Source: an optimization exercise on an open RTL-to-GDS flow (aim: small area). Production flows keep margins and buffers that such runs may drop. Only simulation tests tie the RTL to the original design; equivalence was not proved.

==> flow/design.v <==
module mdc_top (
    input  logic         clk,
    input  logic         rst_n,
    input  logic         in_valid,
    input  logic [14:0]  in_data,
    input  logic [8:0]   in_mode,
    output logic         out_valid,
    output logic [206:0] out_data
);
    logic [3:0]  syn15, syn9;
    logic [14:0] fix15;
    logic [8:0]  fix9;
    logic [10:0] din;
    logic [4:0]  mdec;
    always_comb begin
        syn15 = '0;
        for (int p = 1; p <= 15; p++) if (in_data[15-p]) syn15 = syn15 ^ 4'(p);
        fix15 = in_data;
        for (int p = 1; p <= 15; p++) if (syn15 == 4'(p)) fix15[15-p] = ~in_data[15-p];
        din = {fix15[12], fix15[10:8], fix15[6:0]};
        syn9 = '0;
        for (int p = 1; p <= 9; p++) if (in_mode[9-p]) syn9 = syn9 ^ 4'(p);
        fix9 = in_mode;
        for (int p = 1; p <= 9; p++) if (syn9 == 4'(p)) fix9[9-p] = ~in_mode[9-p];
        mdec = {fix9[6], fix9[4:2], fix9[0]};
    end
    logic       busy;
    logic [4:0] c;
    logic       sel3;
    always_ff @(posedge clk or negedge rst_n) begin
        if (!rst_n) begin
            busy <= 1'b0; c <= 5'd0; out_valid <= 1'b0;
        end else begin
            out_valid <= busy && (c == 5'd30);
            if (!busy) begin
                if (in_valid) begin busy <= 1'b1; c <= 5'd1; end
            end else begin
                c <= c + 5'd1;
                if (c == 5'd30) busy <= 1'b0;
            end
        end
    end
    always_ff @(posedge clk) begin
        if (!busy && in_valid) sel3 <= (mdec == 5'b00110);
    end
    logic [10:0] ln [0:15];
    always_ff @(posedge clk) begin
        ln[0] <= in_valid ? din : ln[15];
        for (int i = 1; i < 16; i++) ln[i] <= ln[i-1];
    end
    logic signed [10:0] a1, a2, b1, b2;
    logic wr2, big, first, neg;
    logic [1:0] mrwe;
    logic [1:0] mrsel;
    always_comb begin
        a1 = ln[0]; a2 = ln[0]; b1 = ln[0]; b2 = ln[0];
        wr2 = 1'b0; big = 1'b0; first = 1'b0; neg = 1'b0; mrwe = '0; mrsel = 2'd0;
        if (!sel3) begin
            case (c)
                5'd16: begin a1 = ln[15]; a2 = ln[14]; b1 = ln[10]; b2 = ln[11]; wr2 = 1'b1; end
                5'd17: begin a1 = ln[15]; a2 = ln[14]; b1 = ln[10]; b2 = ln[11]; wr2 = 1'b1; end
                5'd18: begin a1 = ln[15]; a2 = ln[14]; b1 = ln[10]; b2 = ln[11]; wr2 = 1'b1; end
                5'd21: begin a1 = ln[15]; a2 = ln[14]; b1 = ln[10]; b2 = ln[11]; wr2 = 1'b1; end
                5'd22: begin a1 = ln[15]; a2 = ln[14]; b1 = ln[10]; b2 = ln[11]; wr2 = 1'b1; end
                5'd23: begin a1 = ln[2]; a2 = ln[1]; b1 = ln[13]; b2 = ln[14]; wr2 = 1'b1; end
                5'd24: begin a1 = ln[15]; a2 = ln[14]; b1 = ln[10]; b2 = ln[11]; wr2 = 1'b1; end
                5'd28: begin a1 = ln[2]; a2 = ln[1]; b1 = ln[13]; b2 = ln[14]; wr2 = 1'b1; end
                5'd29: begin a1 = ln[2]; a2 = ln[1]; b1 = ln[13]; b2 = ln[14]; wr2 = 1'b1; end
                default: ;
            endcase
        end
        if (sel3) begin
            case (c)
                5'd10: begin a1 = ln[0]; a2 = ln[1]; b1 = ln[5]; b2 = ln[4]; mrwe[0] = 1'b1; end
                5'd11: begin a1 = ln[0]; a2 = ln[1]; b1 = ln[5]; b2 = ln[4]; mrwe[1] = 1'b1; end
                5'd12: begin a1 = ln[11]; big = 1'b1; mrsel = 2'd1; first = 1'b1; end
                5'd15: begin a1 = ln[0]; big = 1'b1; mrsel = 2'd0; first = 1'b1; end
                5'd16: begin a1 = ln[13]; big = 1'b1; mrsel = 2'd0; end
                5'd17: begin a1 = ln[13]; big = 1'b1; mrsel = 2'd1; first = 1'b1; end
                5'd18: begin a1 = ln[2]; big = 1'b1; mrsel = 2'd1; first = 1'b1; end
                5'd19: begin a1 = ln[6]; big = 1'b1; mrsel = 2'd1; end
                5'd22: begin a1 = ln[15]; a2 = ln[1]; b1 = ln[13]; b2 = ln[11]; mrwe[0] = 1'b1; end
                5'd23: begin a1 = ln[15]; a2 = ln[1]; b1 = ln[13]; b2 = ln[11]; mrwe[1] = 1'b1; end
                5'd24: begin a1 = ln[6]; big = 1'b1; mrsel = 2'd0; end
                5'd25: begin a1 = ln[6]; big = 1'b1; mrsel = 2'd1; end
                5'd26: begin a1 = ln[11]; big = 1'b1; mrsel = 2'd1; end
                5'd27: begin a1 = ln[13]; big = 1'b1; mrsel = 2'd0; end
                5'd28: begin a1 = ln[0]; a2 = ln[1]; b1 = ln[5]; b2 = ln[4]; mrwe[0] = 1'b1; end
                5'd29: begin a1 = ln[11]; big = 1'b1; mrsel = 2'd0; end
                5'd30: begin a1 = ln[0]; big = 1'b1; mrsel = 2'd0; end
                default: ;
            endcase
        end
        if (!busy) begin wr2 = 1'b0; big = 1'b0; mrwe = '0; end
    end
    logic signed [21:0] mr [0:1];
    logic signed [21:0] d;
    always_ff @(posedge clk) begin
        if (mrwe[0]) mr[0] <= d;
        if (mrwe[1]) mr[1] <= d;
    end
    logic signed [21:0] mrv;
    always_comb begin
        mrv = mr[0];
        if (mrsel == 2'd1) mrv = mr[1];
    end
    logic signed [10:0] ma2, mb2;
    logic signed [11:0] mb1;
    logic signed [22:0] p1;
    logic signed [21:0] p2;
    logic signed [33:0] pb, accin, s;
    logic [206:0] F;
    always_comb begin
        ma2 = big ? a1 : a2;
        mb1 = big ? {1'b0, mrv[10:0]} : {b1[10], b1};
        mb2 = big ? mrv[21:11] : b2;
        p1 = 23'(a1) * 23'(mb1);
        p2 = 22'(ma2) * 22'(mb2);
        d = p1[21:0] - p2;
        pb = big ? ({{1{p2[21]}}, p2, 11'b0} + 34'(p1)) : 34'd0;
        accin = first ? 34'd0 : 34'(F[84:51]);
        s = neg ? accin - pb : accin + pb;
    end
    logic [22:0] h2;
    logic [50:0] h3;
    assign h2 = wr2 ? {d[21], d} : F[91:69];
    assign h3 = {{17{s[33]}}, s};
    always_ff @(posedge clk) begin
        if (sel3) begin
            F[0] <= h3[0];
            F[1] <= h3[1];
            F[2] <= h3[2];
            F[3] <= h3[3];
            F[4] <= h3[4];
            F[5] <= h3[5];
            F[6] <= h3[6];
            F[7] <= h3[7];
            F[8] <= h3[8];
            F[9] <= h3[9];
            F[10] <= h3[10];
            F[11] <= h3[11];
            F[12] <= h3[12];
            F[13] <= h3[13];
            F[14] <= h3[14];
            F[15] <= h3[15];
            F[16] <= h3[16];
            F[17] <= h3[17];
            F[18] <= h3[18];
            F[19] <= h3[19];
            F[20] <= h3[20];
            F[21] <= h3[21];
            F[22] <= h3[22];
            F[23] <= h3[23];
            F[24] <= h3[24];
            F[25] <= h3[25];
            F[26] <= h3[26];
            F[27] <= h3[27];
            F[28] <= h3[28];
            F[29] <= h3[29];
            F[30] <= h3[30];
            F[31] <= h3[31];
            F[32] <= h3[32];
            F[33] <= h3[33];
            F[34] <= h3[34];
            F[35] <= h3[35];
            F[36] <= h3[36];
            F[37] <= h3[37];
            F[38] <= h3[38];
            F[39] <= h3[39];
            F[40] <= h3[40];
            F[41] <= h3[41];
            F[42] <= h3[42];
            F[43] <= h3[43];
            F[44] <= h3[44];
            F[45] <= h3[45];
            F[46] <= h3[46];
            F[47] <= h3[47];
            F[48] <= h3[48];
            F[49] <= h3[49];
            F[50] <= h3[50];
            F[51] <= F[153];
            F[52] <= F[154];
            F[53] <= F[155];
            F[54] <= F[156];
            F[55] <= F[157];
            F[56] <= F[158];
            F[57] <= F[159];
            F[58] <= F[160];
            F[59] <= F[161];
            F[60] <= F[162];
            F[61] <= F[163];
            F[62] <= F[164];
            F[63] <= F[165];
            F[64] <= F[166];
            F[65] <= F[167];
            F[66] <= F[168];
            F[67] <= F[169];
            F[68] <= F[170];
            F[69] <= F[171];
            F[70] <= F[172];
            F[71] <= F[173];
            F[72] <= F[174];
            F[73] <= F[175];
            F[74] <= F[176];
            F[75] <= F[177];
            F[76] <= F[178];
            F[77] <= F[179];
            F[78] <= F[180];
            F[79] <= F[181];
            F[80] <= F[182];
            F[81] <= F[183];
            F[82] <= F[184];
            F[83] <= F[185];
            F[84] <= F[186];
            F[85] <= F[187];
            F[86] <= F[188];
            F[87] <= F[189];
            F[88] <= F[190];
            F[89] <= F[191];
            F[90] <= F[192];
            F[91] <= F[193];
            F[92] <= F[194];
            F[93] <= F[195];
            F[94] <= F[196];
            F[95] <= F[197];
            F[96] <= F[198];
            F[97] <= F[199];
            F[98] <= F[200];
            F[99] <= F[201];
            F[100] <= F[202];
            F[101] <= F[203];
            F[102] <= F[0];
            F[103] <= F[1];
            F[104] <= F[2];
            F[105] <= F[3];
            F[106] <= F[4];
            F[107] <= F[5];
            F[108] <= F[6];
            F[109] <= F[7];
            F[110] <= F[8];
            F[111] <= F[9];
            F[112] <= F[10];
            F[113] <= F[11];
            F[114] <= F[12];
            F[115] <= F[13];
            F[116] <= F[14];
            F[117] <= F[15];
            F[118] <= F[16];
            F[119] <= F[17];
            F[120] <= F[18];
            F[121] <= F[19];
            F[122] <= F[20];
            F[123] <= F[21];
            F[124] <= F[22];
            F[125] <= F[23];
            F[126] <= F[24];
            F[127] <= F[25];
            F[128] <= F[26];
            F[129] <= F[27];
            F[130] <= F[28];
            F[131] <= F[29];
            F[132] <= F[30];
            F[133] <= F[31];
            F[134] <= F[32];
            F[135] <= F[33];
            F[136] <= F[34];
            F[137] <= F[35];
            F[138] <= F[36];
            F[139] <= F[37];
            F[140] <= F[38];
            F[141] <= F[39];
            F[142] <= F[40];
            F[143] <= F[41];
            F[144] <= F[42];
            F[145] <= F[43];
            F[146] <= F[44];
            F[147] <= F[45];
            F[148] <= F[46];
            F[149] <= F[47];
            F[150] <= F[48];
            F[151] <= F[49];
            F[152] <= F[50];
            F[153] <= F[102];
            F[154] <= F[103];
            F[155] <= F[104];
            F[156] <= F[105];
            F[157] <= F[106];
            F[158] <= F[107];
            F[159] <= F[108];
            F[160] <= F[109];
            F[161] <= F[110];
            F[162] <= F[111];
            F[163] <= F[112];
            F[164] <= F[113];
            F[165] <= F[114];
            F[166] <= F[115];
            F[167] <= F[116];
            F[168] <= F[117];
            F[169] <= F[118];
            F[170] <= F[119];
            F[171] <= F[120];
            F[172] <= F[121];
            F[173] <= F[122];
            F[174] <= F[123];
            F[175] <= F[124];
            F[176] <= F[125];
            F[177] <= F[126];
            F[178] <= F[127];
            F[179] <= F[128];
            F[180] <= F[129];
            F[181] <= F[130];
            F[182] <= F[131];
            F[183] <= F[132];
            F[184] <= F[133];
            F[185] <= F[134];
            F[186] <= F[135];
            F[187] <= F[136];
            F[188] <= F[137];
            F[189] <= F[138];
            F[190] <= F[139];
            F[191] <= F[140];
            F[192] <= F[141];
            F[193] <= F[142];
            F[194] <= F[143];
            F[195] <= F[144];
            F[196] <= F[145];
            F[197] <= F[146];
            F[198] <= F[147];
            F[199] <= F[148];
            F[200] <= F[149];
            F[201] <= F[150];
            F[202] <= F[151];
            F[203] <= F[152];
            F[204] <= 1'b0;
            F[205] <= 1'b0;
            F[206] <= 1'b0;
        end else begin
            F[0] <= F[92];
            F[1] <= F[93];
            F[2] <= F[94];
            F[3] <= F[95];
            F[4] <= F[96];
            F[5] <= F[97];
            F[6] <= F[98];
            F[7] <= F[99];
            F[8] <= F[100];
            F[9] <= F[101];
            F[10] <= F[102];
            F[11] <= F[103];
            F[12] <= F[104];
            F[13] <= F[105];
            F[14] <= F[106];
            F[15] <= F[107];
            F[16] <= F[108];
            F[17] <= F[109];
            F[18] <= F[110];
            F[19] <= F[111];
            F[20] <= F[112];
            F[21] <= F[113];
            F[22] <= F[114];
            F[23] <= F[0];
            F[24] <= F[1];
            F[25] <= F[2];
            F[26] <= F[3];
            F[27] <= F[4];
            F[28] <= F[5];
            F[29] <= F[6];
            F[30] <= F[7];
            F[31] <= F[8];
            F[32] <= F[9];
            F[33] <= F[10];
            F[34] <= F[11];
            F[35] <= F[12];
            F[36] <= F[13];
            F[37] <= F[14];
            F[38] <= F[15];
            F[39] <= F[16];
            F[40] <= F[17];
            F[41] <= F[18];
            F[42] <= F[19];
            F[43] <= F[20];
            F[44] <= F[21];
            F[45] <= F[22];
            F[46] <= F[184];
            F[47] <= F[185];
            F[48] <= F[186];
            F[49] <= F[187];
            F[50] <= F[188];
            F[51] <= F[189];
            F[52] <= F[190];
            F[53] <= F[191];
            F[54] <= F[192];
            F[55] <= F[193];
            F[56] <= F[194];
            F[57] <= F[195];
            F[58] <= F[196];
            F[59] <= F[197];
            F[60] <= F[198];
            F[61] <= F[199];
            F[62] <= F[200];
            F[63] <= F[201];
            F[64] <= F[202];
            F[65] <= F[203];
            F[66] <= F[204];
            F[67] <= F[205];
            F[68] <= F[206];
            F[69] <= F[115];
            F[70] <= F[116];
            F[71] <= F[117];
            F[72] <= F[118];
            F[73] <= F[119];
            F[74] <= F[120];
            F[75] <= F[121];
            F[76] <= F[122];
            F[77] <= F[123];
            F[78] <= F[124];
            F[79] <= F[125];
            F[80] <= F[126];
            F[81] <= F[127];
            F[82] <= F[128];
            F[83] <= F[129];
            F[84] <= F[130];
            F[85] <= F[131];
            F[86] <= F[132];
            F[87] <= F[133];
            F[88] <= F[134];
            F[89] <= F[135];
            F[90] <= F[136];
            F[91] <= F[137];
            F[92] <= h2[0];
            F[93] <= h2[1];
            F[94] <= h2[2];
            F[95] <= h2[3];
            F[96] <= h2[4];
            F[97] <= h2[5];
            F[98] <= h2[6];
            F[99] <= h2[7];
            F[100] <= h2[8];
            F[101] <= h2[9];
            F[102] <= h2[10];
            F[103] <= h2[11];
            F[104] <= h2[12];
            F[105] <= h2[13];
            F[106] <= h2[14];
            F[107] <= h2[15];
            F[108] <= h2[16];
            F[109] <= h2[17];
            F[110] <= h2[18];
            F[111] <= h2[19];
            F[112] <= h2[20];
            F[113] <= h2[21];
            F[114] <= h2[22];
            F[115] <= F[46];
            F[116] <= F[47];
            F[117] <= F[48];
            F[118] <= F[49];
            F[119] <= F[50];
            F[120] <= F[51];
            F[121] <= F[52];
            F[122] <= F[53];
            F[123] <= F[54];
            F[124] <= F[55];
            F[125] <= F[56];
            F[126] <= F[57];
            F[127] <= F[58];
            F[128] <= F[59];
            F[129] <= F[60];
            F[130] <= F[61];
            F[131] <= F[62];
            F[132] <= F[63];
            F[133] <= F[64];
            F[134] <= F[65];
            F[135] <= F[66];
            F[136] <= F[67];
            F[137] <= F[68];
            F[138] <= F[23];
            F[139] <= F[24];
            F[140] <= F[25];
            F[141] <= F[26];
            F[142] <= F[27];
            F[143] <= F[28];
            F[144] <= F[29];
            F[145] <= F[30];
            F[146] <= F[31];
            F[147] <= F[32];
            F[148] <= F[33];
            F[149] <= F[34];
            F[150] <= F[35];
            F[151] <= F[36];
            F[152] <= F[37];
            F[153] <= F[38];
            F[154] <= F[39];
            F[155] <= F[40];
            F[156] <= F[41];
            F[157] <= F[42];
            F[158] <= F[43];
            F[159] <= F[44];
            F[160] <= F[45];
            F[161] <= F[138];
            F[162] <= F[139];
            F[163] <= F[140];
            F[164] <= F[141];
            F[165] <= F[142];
            F[166] <= F[143];
            F[167] <= F[144];
            F[168] <= F[145];
            F[169] <= F[146];
            F[170] <= F[147];
            F[171] <= F[148];
            F[172] <= F[149];
            F[173] <= F[150];
            F[174] <= F[151];
            F[175] <= F[152];
            F[176] <= F[153];
            F[177] <= F[154];
            F[178] <= F[155];
            F[179] <= F[156];
            F[180] <= F[157];
            F[181] <= F[158];
            F[182] <= F[159];
            F[183] <= F[160];
            F[184] <= F[161];
            F[185] <= F[162];
            F[186] <= F[163];
            F[187] <= F[164];
            F[188] <= F[165];
            F[189] <= F[166];
            F[190] <= F[167];
            F[191] <= F[168];
            F[192] <= F[169];
            F[193] <= F[170];
            F[194] <= F[171];
            F[195] <= F[172];
            F[196] <= F[173];
            F[197] <= F[174];
            F[198] <= F[175];
            F[199] <= F[176];
            F[200] <= F[177];
            F[201] <= F[178];
            F[202] <= F[179];
            F[203] <= F[180];
            F[204] <= F[181];
            F[205] <= F[182];
            F[206] <= F[183];
        end
    end
    assign out_data = F;
endmodule
==> flow/run.sh <==
#!/bin/bash
# synth_recipe.tcl (not shown) runs the flow's synth.tcl, then flattens the netlist and writes it again
# the make line also repeats each setting of config.mk as NAME=value (left out here)
make -C /OpenROAD-flow-scripts/flow DESIGN_CONFIG=/design/flow/config.mk WORK_HOME=/design/flow/orfs CLKGATE_MAP_FILE= SYNTH_SCRIPT=/design/flow/synth_recipe.tcl finish
==> flow/config.mk <==
export PLATFORM = sky130hd
export DESIGN_NAME = mdc_top
export DESIGN_NICKNAME = mdc_top
export VERILOG_FILES = /design/flow/design.v
export SDC_FILE = /design/flow/constraint.sdc
export NUM_CORES = 8
export LEC_CHECK = 0
export CAP_MARGIN = 20
export CORE_MARGIN = 2
export CORE_UTILIZATION = 40
export SETUP_SLACK_MARGIN = 1.0
export SLEW_MARGIN = 20
==> flow/constraint.sdc <==
create_clock -name core_clock -period 25.0 [get_ports {clk}]
set_input_delay 5.0000 -clock core_clock [delete_from_list [all_inputs] [get_ports {clk}]]
set_output_delay 5.0000 -clock core_clock [all_outputs]
set_load 0.01 [all_outputs]
==> impl_metrics.json <==
{
  "status": "complete, no violations",
  "cpPeakStageDelay_ns": 0.87,
  "cts.clk_slew.worst_paths_ns": 0.06,
  "post_cts_buffers": 0,
  "period_share_pct": 55.1,
  "syn-instance-count": 2928,
  "yosysSeqAreaShare_pct": 32.5,
  "cts_made_buffers": 46,
  "syn_avg_cell_area_um2": 9.66,
  "utilization_pct": 47.6,
  "fin_skew_ns": 0.0608,
  "n_antenna_cell": 0,
  "synth-seq-cells": 435,
  "cp-start-kind": "flip-flop",
  "rsz0062_at_grt": "false",
  "cts_max_level": 2,
  "ant_nets": 0,
  "cts_tree": "built",
  "holdWs_ns": 0.274,
  "antenna_found_initial": 0,
  "setup_viol": 0,
  "first_pass_iters": 6,
  "synth-edff-count": 45,
  "maxSlewViolCount": 0,
  "grt_max_degree": 173,
  "clk_path_buf_depth": 3,
  "cts_sinks": 435,
  "worstPathRequired_ns": 25.44,
  "grt_use_total_pct": 24.9,
  "dieWidth_um": 270,
  "dieHeight_um": 270,
  "yosysWarnings": 3,
  "postCtsHoldBufs": 0,
  "critical_path_class": "reg2reg",
  "worstSkewPairLatency_ns": 0.62,
  "initial_core_util_pct": 40.4,
  "routed_via_density": 5.29,
  "io_buffers": 234,
  "reg2reg_slack_ns": 11.22,
  "die-area_mm2": 0.0729,
  "overflow": 0,
  "synthesis.area_mm2": 0.0283,
  "drt_iter0_drc": 1505,
  "routed-via-count": 21700,
  "nets": 3581,
  "cap_violations": 0,
  "dp_hpwl_um": 71800,
  "worst_slew_pin_slew_ns": 1.16,
  "drive_above_1_share_pct": 9.63,
  "crit_fanout": 72,
  "synth_cell_types": 77,
  "synthFlopType": "dfxtp_1",
  "finalSetupTns_ns": 0,
  "cp-end-kind": "flip-flop",
  "cts-root-buf": "clkbuf_16",
  "grt_pass1_wl_um": 140000,
  "hold_violations": 0,
  "max_slew_margin_pct": 21.9,
  "core_region_area_mm2": 0.0700,
  "wl_per_cell_um": 22.0,
  "grt_pass1_vias": 23000,
  "cts_resized": 0,
  "drc": 0,
  "place_congestion": 0.894,
  "area_growth_pct": 17.7,
  "critical_path.slowest_cell": "xnor2_1",
  "fin_crit_ns": 13.78,
  "fillers": 6585,
  "ys_async_sr_fraction_pct": 1.61,
  "rows": 97,
  "crit_arrival_ns": 14.22,
  "wl_um": 90600,
  "timing.fmax_mhz": 72.6,
  "ioPinCount": 235,
  "hold_path.class": "reg2reg",
  "synth_nets": 3378
}
## final cells by class
cell class	count	area [um2]	share of cell area [%]
Sequential cell	435	9190	27.6
Inverter	347	1300	3.91
Clock inverter	17	229	0.687
Multi-Input combinational cell	2032	17400	52.2
Timing Repair Buffer	269	2620	7.86
Clock buffer	68	1400	4.20
Tap cell	940	1180	3.53
## metal layers
| metal | wire (um) | global-route usage, % | vias up |
|---|---|---|---|
| li1 | - | - | 10200 |
| met1 | 38100 | 31.3 | 10700 |
| met2 | 43300 | 42.7 | 692 |
| met3 | 5510 | 4.33 | 128 |
| met4 | 3620 | 9.39 | 0 |
| met5 | 0 | 0 | - |
## state kept, by name (all words and copies together), names as in the netlist
name	count
ln	176
out_valid	1
F	207
c	5
mr	44
sel3	1
busy	1
## critical path: cells and delay by family, from the launching register on
kind,cells,cell delay [ns]
XOR/XNOR,2,1.02
AO/OA/AOI/OAI,14,3.40
flip-flops,1,0.43
AND/OR/NAND/NOR,11,2.70
adder cells (fa/ha/maj),9,3.87
multiplexers,2,1.02
buffers and inverters,5,1.11
## per-stage QoR
step	cells	instance area (um2)	worst slack, ns
after floorplan	2928	28300	13.74
after global placement	4023	31700	11.08
after detailed placement	4023	31700	10.95
after CTS	4108	33300	10.83
after global routing	4108	33300	10.16
final	4108	33300	11.22
## path summary, 6_finish.rpt
check	start	to	cells past startpoint
worst max register to register	c[0]	F[34]	43
worst min register to register	ln[7][0]	ln[8][0]	0
worst min-delay path	ln[7][0]	ln[8][0]	0
max in group asynchronous	rst_n	c[2]	1
worst max-delay path	c[0]	F[34]	43
min in group asynchronous	rst_n	out_valid	1
## layout by cell type (no fill, tap or decap), types with 10 or more instances in the layout
cell,Yosys,routed
a211oi_1,11,11
a21o_1,55,55
a21oi_1,160,156
a221o_1,12,12
a221oi_1,26,26
a222oi_1,14,14
a22oi_1,52,52
a31oi_1,10,10
and2_1,53,53
buf_4,1,34
clkbuf_16,0,48
clkbuf_8,0,12
clkdlybuf4s50_1,0,234
dfxtp_1,383,383
edfxtp_1,45,45
fa_1,248,248
ha_1,175,175
inv_1,344,344
mux2_2,160,160
mux2i_1,25,25
nand2_1,234,234
nand2b_1,28,28
nand3_1,33,32
nor2_1,296,293
nor2b_1,33,33
nor3_1,23,22
o211ai_1,10,10
o21a_1,30,30
o21ai_0,53,53
o21ai_1,42,41
xnor2_1,106,106
xor2_1,43,43
## synth_stat cells (33+ instances only)
library cell,count,area share [%]
a21o_1,55,1.5
a21oi_1,160,2.8
a22oi_1,52,1.4
and2_1,53,1.2
clkbuf_1,90,1.2
dfxtp_1,383,27
edfxtp_1,45,4.8
fa_1,248,18
ha_1,175,7.7
inv_1,344,4.6
mux2_2,160,6.4
nand2_1,234,3.1
nand3_1,33,0.58
nor2_1,296,3.9
nor2b_1,33,0.73
o21ai_0,53,0.94
o21ai_1,42,0.74
xnor2_1,106,3.3
xor2_1,43,1.3
## kinds of logic (layout without fill, tap and decap cells)
logic type,Yosys count,after routing,share of synthesized area [%]
compound gates,537,537,12.7
xor+xnor,149,149,4.61
fa+ha+maj,423,423,25.3
buf+inv,461,701,6.20
flops,435,435,32.5
mux,186,186,7.30
simple gates,737,737,11.4

==> re-timing with driven ports <==
No port has a modelled driver above. Below, the same layout with a new extraction and two added sets of constraints. Step 1, drivers: a clkbuf_16 drives clk and a buf_2 each remaining input, both assumed. Step 2 also shifts input and output timing later by t, the mid clock arrival at the registers, as if the neighbouring blocks saw the same clock. Slacks: no drivers / after step 1 / after step 2; pairs: no drivers / after step 1.
t, ns: 0.651
setup slack, ns: 11.222 / 11.222 / 11.222
hold WS [ns]: 0.274 / 0.274 / 0.274
After both steps setup and hold are still met in this run. The setup slack of this run moves by 0.000 ns with the drivers and by 0.000 ns with both steps.
